Context: an optimization exercise on an open-source flow, tuned for small area, a short achievable clock period and few clock cycles per item. The choices shown serve that exercise and are no tape-out recipe.
Function was checked by simulation only, so behaviour that the tests miss may differ from the original.
No activity file was given, so power comes from the tool's default toggle rates.

**flow/design.v**
```verilog
package prt_pkg;
   localparam int TABLE_DEPTH_DEF = 16;
   localparam logic [1:0] CMD_ADD    = 2'd0;
   localparam logic [1:0] CMD_DELETE = 2'd1;
   localparam logic [1:0] CMD_COLL   = 2'd2;
   localparam logic [1:0] CMD_EXISTS = 2'd3;
   localparam logic [2:0] ST_OK       = 3'd0;
   localparam logic [2:0] ST_INVALID  = 3'd1;
   localparam logic [2:0] ST_COLLIDE  = 3'd2;
   localparam logic [2:0] ST_FULL     = 3'd3;
   localparam logic [2:0] ST_NOTFOUND = 3'd4;
   typedef struct packed {
      logic        proto;
      logic [15:0] start;
      logic [15:0] stop;
   } entry_type;
   typedef struct packed {
      logic overlap;
      logic exact;
   } match_type;
endpackage
module prt_cmp (
   input  prt_pkg::entry_type key,
   input  prt_pkg::entry_type entry,
   output prt_pkg::match_type match
);
   function automatic logic lt16(input logic [15:0] a, input logic [15:0] b);
      logic [15:0] lt, eq;
      lt = ~a & b;
      eq = ~(a ^ b);
      for (int w = 1; w < 16; w = w * 2) begin
         for (int i = 0; i < 16; i = i + 2 * w) begin
            lt[i] = lt[i + w] | (eq[i + w] & lt[i]);
            eq[i] = eq[i + w] & eq[i];
         end
      end
      lt16 = lt[0];
   endfunction
   logic same_proto;
   assign same_proto    = (entry.proto == key.proto);
   assign match.overlap = same_proto && lt16(entry.start, key.stop) && lt16(key.start, entry.stop);
   assign match.exact   = same_proto && (entry.start == key.start) && (entry.stop == key.stop);
endmodule
module prt_cmp_inv (
   input  prt_pkg::entry_type key,
   input  prt_pkg::entry_type entry,    
   output prt_pkg::match_type match
);
   prt_pkg::entry_type ent;
   assign ent = {entry.proto, ~entry.start, entry.stop};
   prt_cmp u_cmp (
      .key   (key),
      .entry (ent),
      .match (match)
   );
endmodule
module prt_table #(
   parameter int DEPTH = prt_pkg::TABLE_DEPTH_DEF
) (
   input  logic                 clock,
   input  logic                 reset,
   input  prt_pkg::entry_type   key1,        
   input  prt_pkg::entry_type   key2,        
   input  logic [DEPTH-1:0]     del_vec,     
   input  logic                 add_en,      
   input  logic                 del_en,      
   input  logic                 one_free,    
   output logic [DEPTH-1:0]     overlap,     
   output logic [DEPTH-1:0]     exact,       
   output logic [DEPTH-1:0]     first_free,
   output logic [DEPTH-1:0]     valid,
   output logic                 full
);
   logic [32:0]        mem [DEPTH];    
   prt_pkg::entry_type key2_st;
   assign key2_st = {key2.proto, ~key2.start, key2.stop};
   logic [DEPTH-1:0]   valid_ff, valid_in, keep;
   logic               full_ff;
   for (genvar i = 0; i < DEPTH; i++) begin : g_ent
      prt_pkg::match_type m;
      prt_pkg::entry_type ent;
      assign ent = mem[i];
      prt_cmp_inv u_cmp (
         .key   (key1),
         .entry (ent),
         .match (m)
      );
      assign overlap[i] = m.overlap && keep[i];
      assign exact[i]   = m.exact && keep[i];
      always_ff @(posedge clock) begin
         if (!valid_ff[i]) begin
            mem[i] <= key2_st;
         end
      end
   end
   always_comb begin
      logic seen;
      seen = 1'b0;
      for (int i = 0; i < DEPTH; i++) begin
         first_free[i] = !valid_ff[i] && !seen;
         seen          = seen || !valid_ff[i];
      end
   end
   assign full  = full_ff;
   assign valid = valid_ff;
   assign keep = valid_ff & ~del_vec;
   always_comb begin
      valid_in = keep;
      if (add_en) valid_in = valid_in | first_free;
   end
   always_ff @(posedge clock) begin
      if (reset) begin
         valid_ff <= '0;
         full_ff  <= 1'b0;
      end else begin
         valid_ff <= valid_in;
         full_ff  <= (full_ff && !del_en) || (add_en && one_free);
      end
   end
endmodule
module port_range_table_core #(
   parameter int DEPTH = prt_pkg::TABLE_DEPTH_DEF
) (
   input  logic        clock,
   input  logic        reset,
   input  logic        req_valid,
   output logic        req_ready,
   input  logic [1:0]  req_command,
   input  logic [15:0] req_first_port,
   input  logic [15:0] req_range_size,
   input  logic        req_protocol,
   output logic        rsp_valid,
   input  logic        rsp_ready,
   output logic [2:0]  rsp_status,
   output logic        rsp_hit,
   output logic [4:0]  rsp_entries_used
);
   localparam int CNT_W = $clog2(DEPTH + 1);
   localparam int QD    = 4;
   logic [16:0]        port_sum;
   logic               accept, pop;
   logic               v1_ff;
   logic [1:0]         cmd1_ff;
   logic               bad1_ff;
   prt_pkg::entry_type key1_ff;
   logic [DEPTH-1:0]   ov1;
   prt_pkg::match_type byp1;
   logic               bad2_ff;
   logic [1:0]         cmd2_ff;
   logic               is_add2_ff, is_del2_ff, is_rsp2_ff;
   prt_pkg::entry_type key2_ff;
   logic [DEPTH-1:0]   ov2_ff;
   logic               byp_ov2_ff, byp_ex2_ff;
   logic [DEPTH-1:0]   prev_add_ff;    
   logic [DEPTH-1:0]   valid, ov2, del_vec, first_free;
   logic               added_ff, ov_byp, ex_byp;
   logic [DEPTH-1:0]   ex1, ex2_ff, ex2;
   logic               any_ov, any_ex, full;
   logic               add_ok, del_ok;
   logic [2:0]         status_in;
   logic               hit_in;
   logic [CNT_W-1:0]   used_ff, used_in, used_up_ff, used_dn_ff, used_p2, used_m2;
   logic [8:0]         q_mem [QD];
   logic [8:0]         q_in;
   logic [2:0]         q_cnt_ff;       
   logic               q_nonempty_ff;
   logic [2:0]         inflight_ff;    
   logic               ready_ff;
   assign accept    = req_valid && req_ready;
   assign pop       = rsp_valid && rsp_ready;
   assign port_sum  = {1'b0, req_first_port} + {1'b0, req_range_size};
   always_ff @(posedge clock) begin
      if (reset) begin
         v1_ff       <= 1'b0;
         is_rsp2_ff  <= 1'b0;
         is_add2_ff  <= 1'b0;
         is_del2_ff  <= 1'b0;
         prev_add_ff <= '0;
         added_ff    <= 1'b0;
      end else begin
         v1_ff       <= accept;
         is_rsp2_ff  <= v1_ff;
         is_add2_ff  <= v1_ff && !bad1_ff && (cmd1_ff == prt_pkg::CMD_ADD);
         is_del2_ff  <= v1_ff && !bad1_ff && (cmd1_ff == prt_pkg::CMD_DELETE);
         prev_add_ff <= first_free & {DEPTH{add_ok}};
         added_ff    <= add_ok;
      end
   end
   always_ff @(posedge clock) begin
      cmd1_ff       <= req_command;
      bad1_ff       <= (req_range_size == 16'd0) || port_sum[16];
      key1_ff.proto <= req_protocol;
      key1_ff.start <= req_first_port;
      key1_ff.stop  <= port_sum[15:0];
   end
   prt_table #(
      .DEPTH(DEPTH)
   ) u_table (
      .clock      (clock),
      .reset      (reset),
      .key1       (key1_ff),
      .key2       (key2_ff),
      .del_vec    (del_vec),
      .add_en     (add_ok),
      .del_en     (del_ok),
      .one_free   (used_ff == CNT_W'(DEPTH - 1)),
      .overlap    (ov1),
      .exact      (ex1),
      .first_free (first_free),
      .valid      (valid),
      .full       (full)
   );
   prt_cmp u_byp (
      .key   (key1_ff),
      .entry (key2_ff),
      .match (byp1)
   );
   always_ff @(posedge clock) begin
      bad2_ff    <= bad1_ff;
      cmd2_ff    <= cmd1_ff;
      key2_ff    <= key1_ff;
      ov2_ff     <= ov1;
      ex2_ff     <= ex1;
      byp_ov2_ff <= byp1.overlap;
      byp_ex2_ff <= byp1.exact;
   end
   assign ov2     = ov2_ff;
   assign ex2     = ex2_ff;
   assign ov_byp  = byp_ov2_ff && added_ff;
   assign ex_byp  = byp_ex2_ff && added_ff;
   assign any_ov  = (|ov2) || ov_byp;
   assign any_ex  = (|ex2) || ex_byp;
   assign add_ok  = is_add2_ff && !any_ov && !full;
   assign del_ok  = is_del2_ff && any_ex;
   assign del_vec = (ex2 | (prev_add_ff & {DEPTH{byp_ex2_ff}})) & {DEPTH{is_del2_ff}};
   always_comb begin
      status_in = prt_pkg::ST_OK;
      hit_in    = 1'b0;
      if (bad2_ff) begin
         status_in = prt_pkg::ST_INVALID;
      end else begin
         case (cmd2_ff)
            prt_pkg::CMD_ADD: begin
               if (any_ov)     status_in = prt_pkg::ST_COLLIDE;
               else if (full)  status_in = prt_pkg::ST_FULL;
            end
            prt_pkg::CMD_DELETE: begin
               if (!any_ex)    status_in = prt_pkg::ST_NOTFOUND;
            end
            prt_pkg::CMD_COLL: hit_in = any_ov;
            default:           hit_in = any_ex;
         endcase
      end
   end
   assign used_p2 = used_ff + CNT_W'(2);
   assign used_m2 = used_ff - CNT_W'(2);
   always_comb begin
      used_in = used_ff;
      if (add_ok) begin
         used_in = used_up_ff;
      end else if (del_ok) begin
         used_in = used_dn_ff;
      end
   end
   always_ff @(posedge clock) begin
      if (reset) begin
         used_ff    <= '0;
         used_up_ff <= CNT_W'(1);
         used_dn_ff <= '1;
      end else if (add_ok) begin
         used_ff    <= used_up_ff;
         used_up_ff <= used_p2;
         used_dn_ff <= used_ff;
      end else if (del_ok) begin
         used_ff    <= used_dn_ff;
         used_up_ff <= used_ff;
         used_dn_ff <= used_m2;
      end
   end
   assign q_in = {status_in, hit_in, 5'(used_in)};
   always_ff @(posedge clock) begin
      for (int i = 0; i < QD; i++) begin
         if (pop) begin
            if (32'(i + 1) < 32'(q_cnt_ff)) begin
               q_mem[i] <= q_mem[i + 1 < QD ? i + 1 : i];
            end else if (32'(i + 1) == 32'(q_cnt_ff)) begin
               q_mem[i] <= q_in;
            end
         end else if (32'(i) >= 32'(q_cnt_ff)) begin
            q_mem[i] <= q_in;
         end
      end
   end
   always_ff @(posedge clock) begin
      if (reset) begin
         q_cnt_ff      <= '0;
         q_nonempty_ff <= 1'b0;
         inflight_ff   <= '0;
         ready_ff      <= 1'b0;
      end else begin
         q_cnt_ff      <= q_cnt_ff + 3'(is_rsp2_ff) - 3'(pop);
         q_nonempty_ff <= (q_cnt_ff + 3'(is_rsp2_ff) - 3'(pop)) != 3'd0;
         inflight_ff   <= inflight_ff + 3'(accept) - 3'(pop);
         ready_ff      <= (inflight_ff + 3'(accept) - 3'(pop)) < 3'(QD);
      end
   end
   assign req_ready = ready_ff;
   assign rsp_valid = q_nonempty_ff;
   assign {rsp_status, rsp_hit, rsp_entries_used} = q_mem[0];
endmodule
```
**flow/run.sh**
```bash
#!/bin/bash
# synth_recipe.tcl (not shown) runs the flow's synth.tcl, then flattens the netlist and writes it again
# the make line also repeats each setting of config.mk as NAME=value (left out here)
make -C /OpenROAD-flow-scripts/flow DESIGN_CONFIG=/design/flow/config.mk WORK_HOME=/design/flow/orfs CLKGATE_MAP_FILE= SYNTH_SCRIPT=/design/flow/synth_recipe.tcl finish
```
**flow/config.mk**
```make
export PLATFORM = sky130hd
export DESIGN_NAME = port_range_table_core
export DESIGN_NICKNAME = port_range_table_core
export VERILOG_FILES = /design/flow/design.v
export SDC_FILE = /design/flow/constraint.sdc
export NUM_CORES = 4
export LEC_CHECK = 0
export CAP_MARGIN = 20
export CORE_MARGIN = 2
export CORE_UTILIZATION = 60
export CTS_BUF_LIST = sky130_fd_sc_hd__clkbuf_8 sky130_fd_sc_hd__clkbuf_16
export CTS_CLUSTER_DIAMETER = 60
export CTS_CLUSTER_SIZE = 20
export SETUP_SLACK_MARGIN = 3.0
export SLEW_MARGIN = 20
```
**flow/constraint.sdc**
```tcl
create_clock -name core_clock -period 5.0 [get_ports {clock}]
set_input_delay 1.0000 -clock core_clock [delete_from_list [all_inputs] [get_ports {clock}]]
set_output_delay 1.0000 -clock core_clock [all_outputs]
set_load 0.01 [all_outputs]
```
==> run notes, run 1 <==
- Arrival time worst endpoint: 3.00 ns
- Largest net degree at the start of global routing: 36
- Register cell area after layout: 20,400 µm²
- Antenna viol nets, final: 0
- Clock edge transition at the registers on the reported setup and hold paths: 0.08 ns
- Synth Cell Area: 39,800 µm²
- Clock Path Buffers: 3
- Yosys cell types: 63
- Share of post-route cells with drive strength above 1: 0.209
- Chip width: 262 µm
- Required @ worst endpoint: 5.56 ns
- Gr usage total: 0.445
- Register bit total from synthesis: 730
- Post-synthesis net count: 3,783
- CP endpoint kind: register
- Peak fanout along the critical path: 17
- Core Rows: 94
- Sinks on Clock Net: 730
- Htree depth: 2
- Router iterations before antenna repair: 5
- GRT overflow: 0
- P_sw: 6.73 mW
- Met3 wire length: 21,900 µm
- Post-DP HPWL: 87,900 µm
- Initial DRC count: 4,524
- Starting Density: 0.605
- EDFF count, synth: 564
- I/O pins: 50
- Fin util: 0.733
- Synth-to-Final Area Change: 21.1%
- Final hold violations: 0
- Mapped Cells: 3,206
- Commonest cells in the netlist: edfxtp_1 (564), ha_1 (535), xnor2_1 (290), xor2_1 (286), dfxtp_1 (166)
- Status: finished clean
- Average cell area after synthesis: 12.4 µm²
- Final WL: 153,000 µm
- Sequential Power Share: 0.439
- Worst vdd ir: 0.382 mV
- Asr flop ratio synth: 0
- Setup TNS: 0 ns
- Clock power frac: 0.260
- Core area: 65,700 µm²
- Setup WS post-layout: 2.56 ns
- Multi-input combinational cell area: 20,600 µm²
- P_int: 12.4 mW
- Initial antenna violation count: 9
- Post-DR wirelength/cell: 34.5 µm
- Pre-CTS setup slack: 1.56 ns
- Hold crit path type: register to register
- Slew Limit Fails: 0
- DR vias: 30,930
- Min cycle time layout: 2.44 ns
- Synth warnings: 5
- First-pass GRT wire length: 212,000 µm
- CP Launch Type: register
- Pleak: 19.4 nW
- Setup Crit Path Kind: register to register
- Num CTS Buffers: 57
- Vias in the first global route: 30,321
- Largest cells by area after synthesis: edfxtp_1 (43%), ha_1 (17%), dfxtp_1 (8.4%), xnor2_1 (6.4%), xor2_1 (6.3%)
- Fin nets: 4,104
- Setup violations, final: 0
- Count leader, synth: edfxtp_1
- WL met2: 63,900 µm
- Slew headroom: 0.278
- DR vias/cell: 6.96
- Synth Flop Type: edfxtp_1
- Fillers: 4,331
- RSZ-0062 raised after global routing: yes
- FMAX: 411 MHz
- IO buf count: 49
- Yosys top cell area share: 0.426
- Largest area contributor in the netlist: edfxtp_1
- CTS tree: done
- Insertion delay of the later-clocked pin in the worst-skew pair: 0.68 ns
- Post-route cell area: 48,200 µm²
- Sw Ratio: 0.353
- Power per cell area: 396 nW/µm²
- Root Driver: clkbuf_16
- Comb pwr share: 0.302
- Routability Congestion: 0.957
- Max Cap Violations: 0
- Met1 WL: 55,000 µm
- Fin Clk Skew: 0.0305 ns
- Worst slew pin tran: 1.08 ns
- Top layer in use: met5
- Post-synthesis sequential area ratio: 0.509
- Post-route clock period utilization: 0.487
- Die area: 68,400 µm²
- DIE HEIGHT: 262 µm
- Placed cell area: 42,300 µm²
- DR DRC count: 0
[kinds of logic after synthesis]
family,synth area share
xor gates and xnor gates,0.127
buffers and inverters,0.0166
DFF,0.509
AOI/OAI and AO/OA,0.0930
muxes,0.00192
and+or+nand+nor,0.0827
adders and majority gates,0.170
[path summary, 6_finish.rpt]
path	from	to	slack (ns)	depth (start not counted)
worst max-delay path	key2_ff[29]	byp_ov2_ff	2.56	7
worst max register to register	key2_ff[29]	byp_ov2_ff	2.56	7
worst min register to register	cmd1_ff[1]	cmd2_ff[1]	0.39	0
worst min-delay path	cmd1_ff[1]	cmd2_ff[1]	0.39	0
[area by class of cell]
| class | count | share of cell area |
|---|---|---|
| Multi-Input combinational cell | 2307 | 0.428 |
| Sequential cell | 730 | 0.423 |
| Timing Repair Buffer | 347 | 0.0762 |
| Clock buffer | 63 | 0.0320 |
| Tap cell | 864 | 0.0224 |
| Clock inverter | 44 | 0.00964 |
| Inverter | 84 | 0.00821 |
| Antenna cell | 8 | 0.000416 |
[worst max-delay path, cell delays in order, from the launching register on]
cell and delay [ns]:
dfxtp_1 0.34, inv_2 0.77, ha_1 0.42, a21o_1 0.19, a21o_1 0.17, a21oi_1 0.19, and3b_1 0.18, a211oi_1 0.06
[sequential cells by signal (all words and copies together) (netlist names), 2 cells and up]
register          count
key1_ff              33
cmd1_ff               2
used_ff               5
q_mem                36
q_cnt_ff              3
u_table.valid_ff     16
used_dn_ff            4
cmd2_ff               2
prev_add_ff          16
ex2_ff               16
ov2_ff               16
u_table.mem         528
inflight_ff           3
used_up_ff            5
key2_ff              33
[cell usage in the layout, fill, tap and decap left out, drive strengths merged, types with 33 or more instances in the layout]
cell type	instances
edfxtp	564
ha	535
buf	319
xnor2	290
xor2	286
dfxtp	166
a21oi	149
nor4	137
nor2	126
nand4	118
o21ai	108
nand2	106
a21o	101
inv	82
clkbuf	68
nor3	40
a31oi	33
[per-layer routing]
metal,vias to the layer above,track usage
met5,-,0
met4,6,0.298
met3,654,0.127
met2,2397,0.644
met1,15083,0.582
li1,12790,-
[what timing repair did]
action | 4_1_cts | 5_1_grt
buffers inserted | 167 | 34
resized for setup | 390 | 164
endpoints found under the setup margin | 180 | 139
gates cloned | 4 | 2
pin swaps | 112 | 98
hold buffers | 0 | 0
[power groups by stage]
stage / clock, mW / combinational, mW / sequential, mW
6_report: 4.96 / 5.76 / 8.38
5_1_grt: 5.17 / 6.11 / 8.42
4_1_cts: 4.97 / 5.33 / 8.32
3_5_place_dp: 0 / 4.49 / 8.68
3_3_place_gp: 0 / 4.33 / 8.66
2_1_floorplan: 0 / 2.98 / 8.17
[per-stage QoR]
stage | std cells | hold WS (ns) | total power, mW
after floorplan | 3206 | 0.326 | 11.2
after global placement | 4125 | 0.390 | 13.0
after detailed placement | 4125 | 0.391 | 13.2
after CTS | 4403 | 0.403 | 18.6
after global routing | 4439 | 0.402 | 19.7
final | 4447 | 0.392 | 19.1
Testbench counts, summed over its fixed seeds: cycles 12,024, items 12,000.
==> run 2, diff against run 1 <==
--- a/flow/config.mk
+++ b/flow/config.mk
@@ -11,5 +11,6 @@
 export CTS_BUF_LIST = sky130_fd_sc_hd__clkbuf_8 sky130_fd_sc_hd__clkbuf_16
 export CTS_CLUSTER_DIAMETER = 60
 export CTS_CLUSTER_SIZE = 20
-export SETUP_SLACK_MARGIN = 3.0
+export GPL_ROUTABILITY_DRIVEN = 0
+export SETUP_SLACK_MARGIN = 2.8
 export SLEW_MARGIN = 20
==> run 2 against run 1 <==
Compared with the run above:
- still clean on timing, DRC and antenna
- critical path depth rose by 3
- sequential cell count did not move
- hold slack improved by 0.033 ns
- first-iteration DRC count fell by 3.8%
- routed wire length fell by 2.4%
- area after synthesis did not move
- critical path type unchanged
==> run notes, run 2 <==
- Required @ worst endpoint: 5.54 ns (-0.02 ns)
- Tot Pwr: 18.7 mW (-2.2%)
- Peak fanout along the critical path: 6 (-11)
- Final WL: 150,000 µm (-2.4%)
- Arrival time worst endpoint: 2.89 ns (-0.11 ns)
- Pleak: 18.9 nW (-2.5%)
- Slew Limit Fails: 0 (unchanged)
- Antenna viol nets, final: 0 (unchanged)
- Setup TNS: 0 ns (unchanged)
- Final Instance Count excl. Fillers: 4,402 (-1.0%)
- Core area: 65,700 µm² (unchanged)
- Share of post-route cells with drive strength above 1: 0.179 (-0.0299)
- Fin util: 0.715 (-0.0175)
- Router iterations before antenna repair: 9 (+4)
- Most flop-heavy register: u_table.mem
- DIE HEIGHT: 262 µm (unchanged)
- Htree depth: 2 (unchanged)
- FMAX: 426 MHz (+3.8%)
- Largest regs: u_table.mem x528, q_mem x36
- Yosys top cell area share: 0.426 (unchanged)
- Commonest cells after routing, fill and taps aside: edfxtp_1 (564), ha_1 (498), xnor2_1 (288), xor2_1 (285), buf_4 (170)
- Max Cap Violations: 0 (unchanged)
- DR vias/cell: 6.92 (-0.58%)
- Hold depth: 0 (unchanged)
- Worst slew pin tran: 1.03 ns (-0.0500 ns)
- CTS tree: done
- Insertion delay of the later-clocked pin in the worst-skew pair: 0.66 ns (-0.02 ns)
- Synth-to-Final Area Change: 18.2%
- Comb pwr share: 0.296 (-0.006)
- Power per cell area: 397 nW/µm² (+0.15%)
- Most common cell after layout, fill and taps aside: edfxtp_1
- GRT overflow: 0 (unchanged)
- RSZ-0062 raised after global routing: yes
- Synth warnings: 5 (unchanged)
- Post-synthesis sequential area ratio: 0.509 (unchanged)
- Reg2reg start: key1_ff[1]
- Clock power frac: 0.261 (about the same)
- Clock Path Buffers: 3 (unchanged)
- Hold_sp: cmd1_ff[1]
- I/O pins: 50 (unchanged)
- WHS Endpoint: cmd2_ff[1]
- Mapped Cells: 3,206 (unchanged)
- Sinks on Clock Net: 730 (unchanged)
- R2r setup slk: 2.65 ns (+0.09 ns)
- Yosys cell types: 63 (unchanged)
- Largest cells by area after synthesis: edfxtp_1 (43%), ha_1 (17%), dfxtp_1 (8.4%), xnor2_1 (6.4%), xor2_1 (6.3%)
- Asr flop ratio synth: 0 (unchanged)
- Largest register FFs: 528 (unchanged)
- Count leader, synth: edfxtp_1
- Hold buffers post-CTS: 0 (unchanged)
- Post-DP HPWL: 87,900 µm (about the same)
- Chip width: 262 µm (unchanged)
- Root Driver: clkbuf_16
- Register bit total from synthesis: 730 (unchanged)
- Sw Ratio: 0.349 (-0.00352)
- Slew headroom: 0.312 (+0.0334)
- P_int: 12.2 mW (-1.7%)
- Post-synthesis net count: 3,783 (unchanged)
- Hold crit path type: register to register
- Initial DRC count: 4,353 (-3.8%)
- Setup Crit Path Kind: register to register
- P_sw: 6.52 mW (-3.2%)
- Largest area contributor in the netlist: edfxtp_1
- Reg2reg path depth: 10 (+3)
- CP Launch Type: register
- Die area: 68,400 µm² (unchanged)
- Starting Density: 0.605 (unchanged)
- Sequential Power Share: 0.444 (+0.005)
- Status: finished clean
- Commonest cells in the netlist: edfxtp_1 (564), ha_1 (535), xnor2_1 (290), xor2_1 (286), dfxtp_1 (166)
- Min Hold Slack: 0.425 ns (+0.0329 ns)
- Vias in the first global route: 29,470 (-2.8%)
- Placed cells: 4,131 (+0.15%)
- CP endpoint kind: register
- Average cell area after synthesis: 12.4 µm² (unchanged)
- Setup violations, final: 0 (unchanged)
- Synth Flop Type: edfxtp_1
- Largest net degree at the start of global routing: 36 (unchanged)
- DR DRC count: 0 (unchanged)
- Final hold violations: 0 (unchanged)
- EDFF count, synth: 564 (unchanged)
- Core Rows: 94 (unchanged)
- Initial antenna violation count: 18 (+9)
- First-pass GRT wire length: 206,000 µm (-3.0%)
- DR vias: 30,440 (-1.6%)
- Fin Clk Skew: 0.0331 ns (+0.00255 ns)
- Post-DR wirelength/cell: 34.0 µm (-1.4%)
- Gr usage total: 0.432 (-0.0129)
- Post-route clock period utilization: 0.469 (-0.0176)
- Synth Cell Area: 39,800 µm² (unchanged)
- Fin nets: 4,056 (-1.2%)
- Min cycle time layout: 2.35 ns (-0.0881 ns)
- Clock edge transition at the registers on the reported setup and hold paths: 0.08 ns (about the same)
- IO buf count: 49 (unchanged)
- Crit Reg-Reg Endpoint: ov2_ff[2]
- Worst vdd ir: 0.316 mV (-17%)
- Num CTS Buffers: 55 (-3.5%)
-- run 2: kinds of logic after synthesis --
family	share of synthesized area
flops	0.509
simple gates	0.0827
xor+xnor	0.127
compound gates	0.0930
fa+ha+maj	0.170
buf+inv	0.0166
mux	0.00192
-- run 2: how the worst max path moves through the flow --
stage                 startpoint              endpoint
5_1_grt                ov2_ff[7]  u_table.valid_ff[13]
3_5_place_dp   req_first_port[0]               bad1_ff
6_report              key1_ff[1]             ov2_ff[2]
2_1_floorplan  req_first_port[0]           key1_ff[14]
4_1_cts               key1_ff[0]             ov2_ff[2]
3_3_place_gp   req_first_port[0]               bad1_ff
-- run 2: what timing repair did --
action | CTS | global route
pin swaps | 71 | 92
buffers inserted | 114 | 40
setup endpoints to repair | 148 | 108
endpoints found under the hold margin | 0 | 0
cloned | 0 | 1
gates resized for setup | 253 | 169
-- run 2: layout make-up --
class / count / area (µm²)
antenna: 13 / 32.5
clock buffer: 60 / 1470
clock inverter: 43 / 469
fill: 4516 / 18700
inverter: 84 / 394
multi-input combinational: 2307 / 20200
sequential: 730 / 20400
tap: 864 / 1080
timing repair buffer: 301 / 2980
-- run 2: critical path, cell delays in order, from the launching register on --
cell and delay [ns]:
dfxtp_4 0.39, buf_12 0.14, buf_12 0.14, ha_4 0.25
a31oi_1 0.07, nor2b_1 0.14, o21ai_1 0.09, a21oi_1 0.16
o21ai_1 0.11, a2111o_1 0.42, a211oi_4 0.29
-- run 2: stage by stage --
step / worst slack [ns] / instance area [µm²]
6_report: 2.65 / 47000
4_1_cts: 2.66 / 46000
5_1_grt: 2.55 / 47000
3_3_place_gp: 1.56 / 42300
2_1_floorplan: 2.38 / 40300
3_5_place_dp: 1.56 / 42300
-- run 2: routing by layer --
layer / vias up / wire length [µm] / track usage
met3: 552 / 19900 / 0.110
met1: 14931 / 55000 / 0.566
li1: 12688 / - / -
met2: 2263 / 63900 / 0.639
met5: - / 47 / 0
met4: 6 / 10700 / 0.278
-- run 2: power groups by stage --
| stage | Clock, mW | Sequential, mW | Combinational [mW] |
|---|---|---|---|
| floorplan | 0 | 8.17 | 2.96 |
| global placement | 0 | 8.52 | 4.44 |
| detailed placement | 0 | 8.55 | 4.61 |
| CTS | 4.86 | 8.25 | 5.16 |
| global route | 5.07 | 8.32 | 5.88 |
| finish | 4.87 | 8.28 | 5.52 |

## port drivers added, routing unchanged
In the flow no input, the clock included, has a driving cell. The finished layouts below were timed again as built, in two steps.
Step 1, drivers: a clkbuf_16 drives clock and a buf_2 each remaining input, both assumed.
Step 2 also shifts input and output timing later by t, the mid clock arrival at the registers, as if the neighbouring blocks saw the same clock.
a / b / c = ideal ports / drivers / drivers and shift; a / b = the first two.
run | t (ns) | slack for setup (ns) | worst setup path at the end | worst register clock-pin slew, ns | cell pins on the clock port's net
run 1 | 0.733 | 2.565 / 2.565 / 2.134 | input to register | 0.09 / 0.09 | 1
run 2 | 0.713 | 2.653 / 2.653 / 2.087 | input to register | 0.09 / 0.09 | 1
After both steps every run listed still meets setup and hold. The setup slack of run 2, which loses most, moves by 0.000 ns with the drivers and by -0.566 ns with both steps.
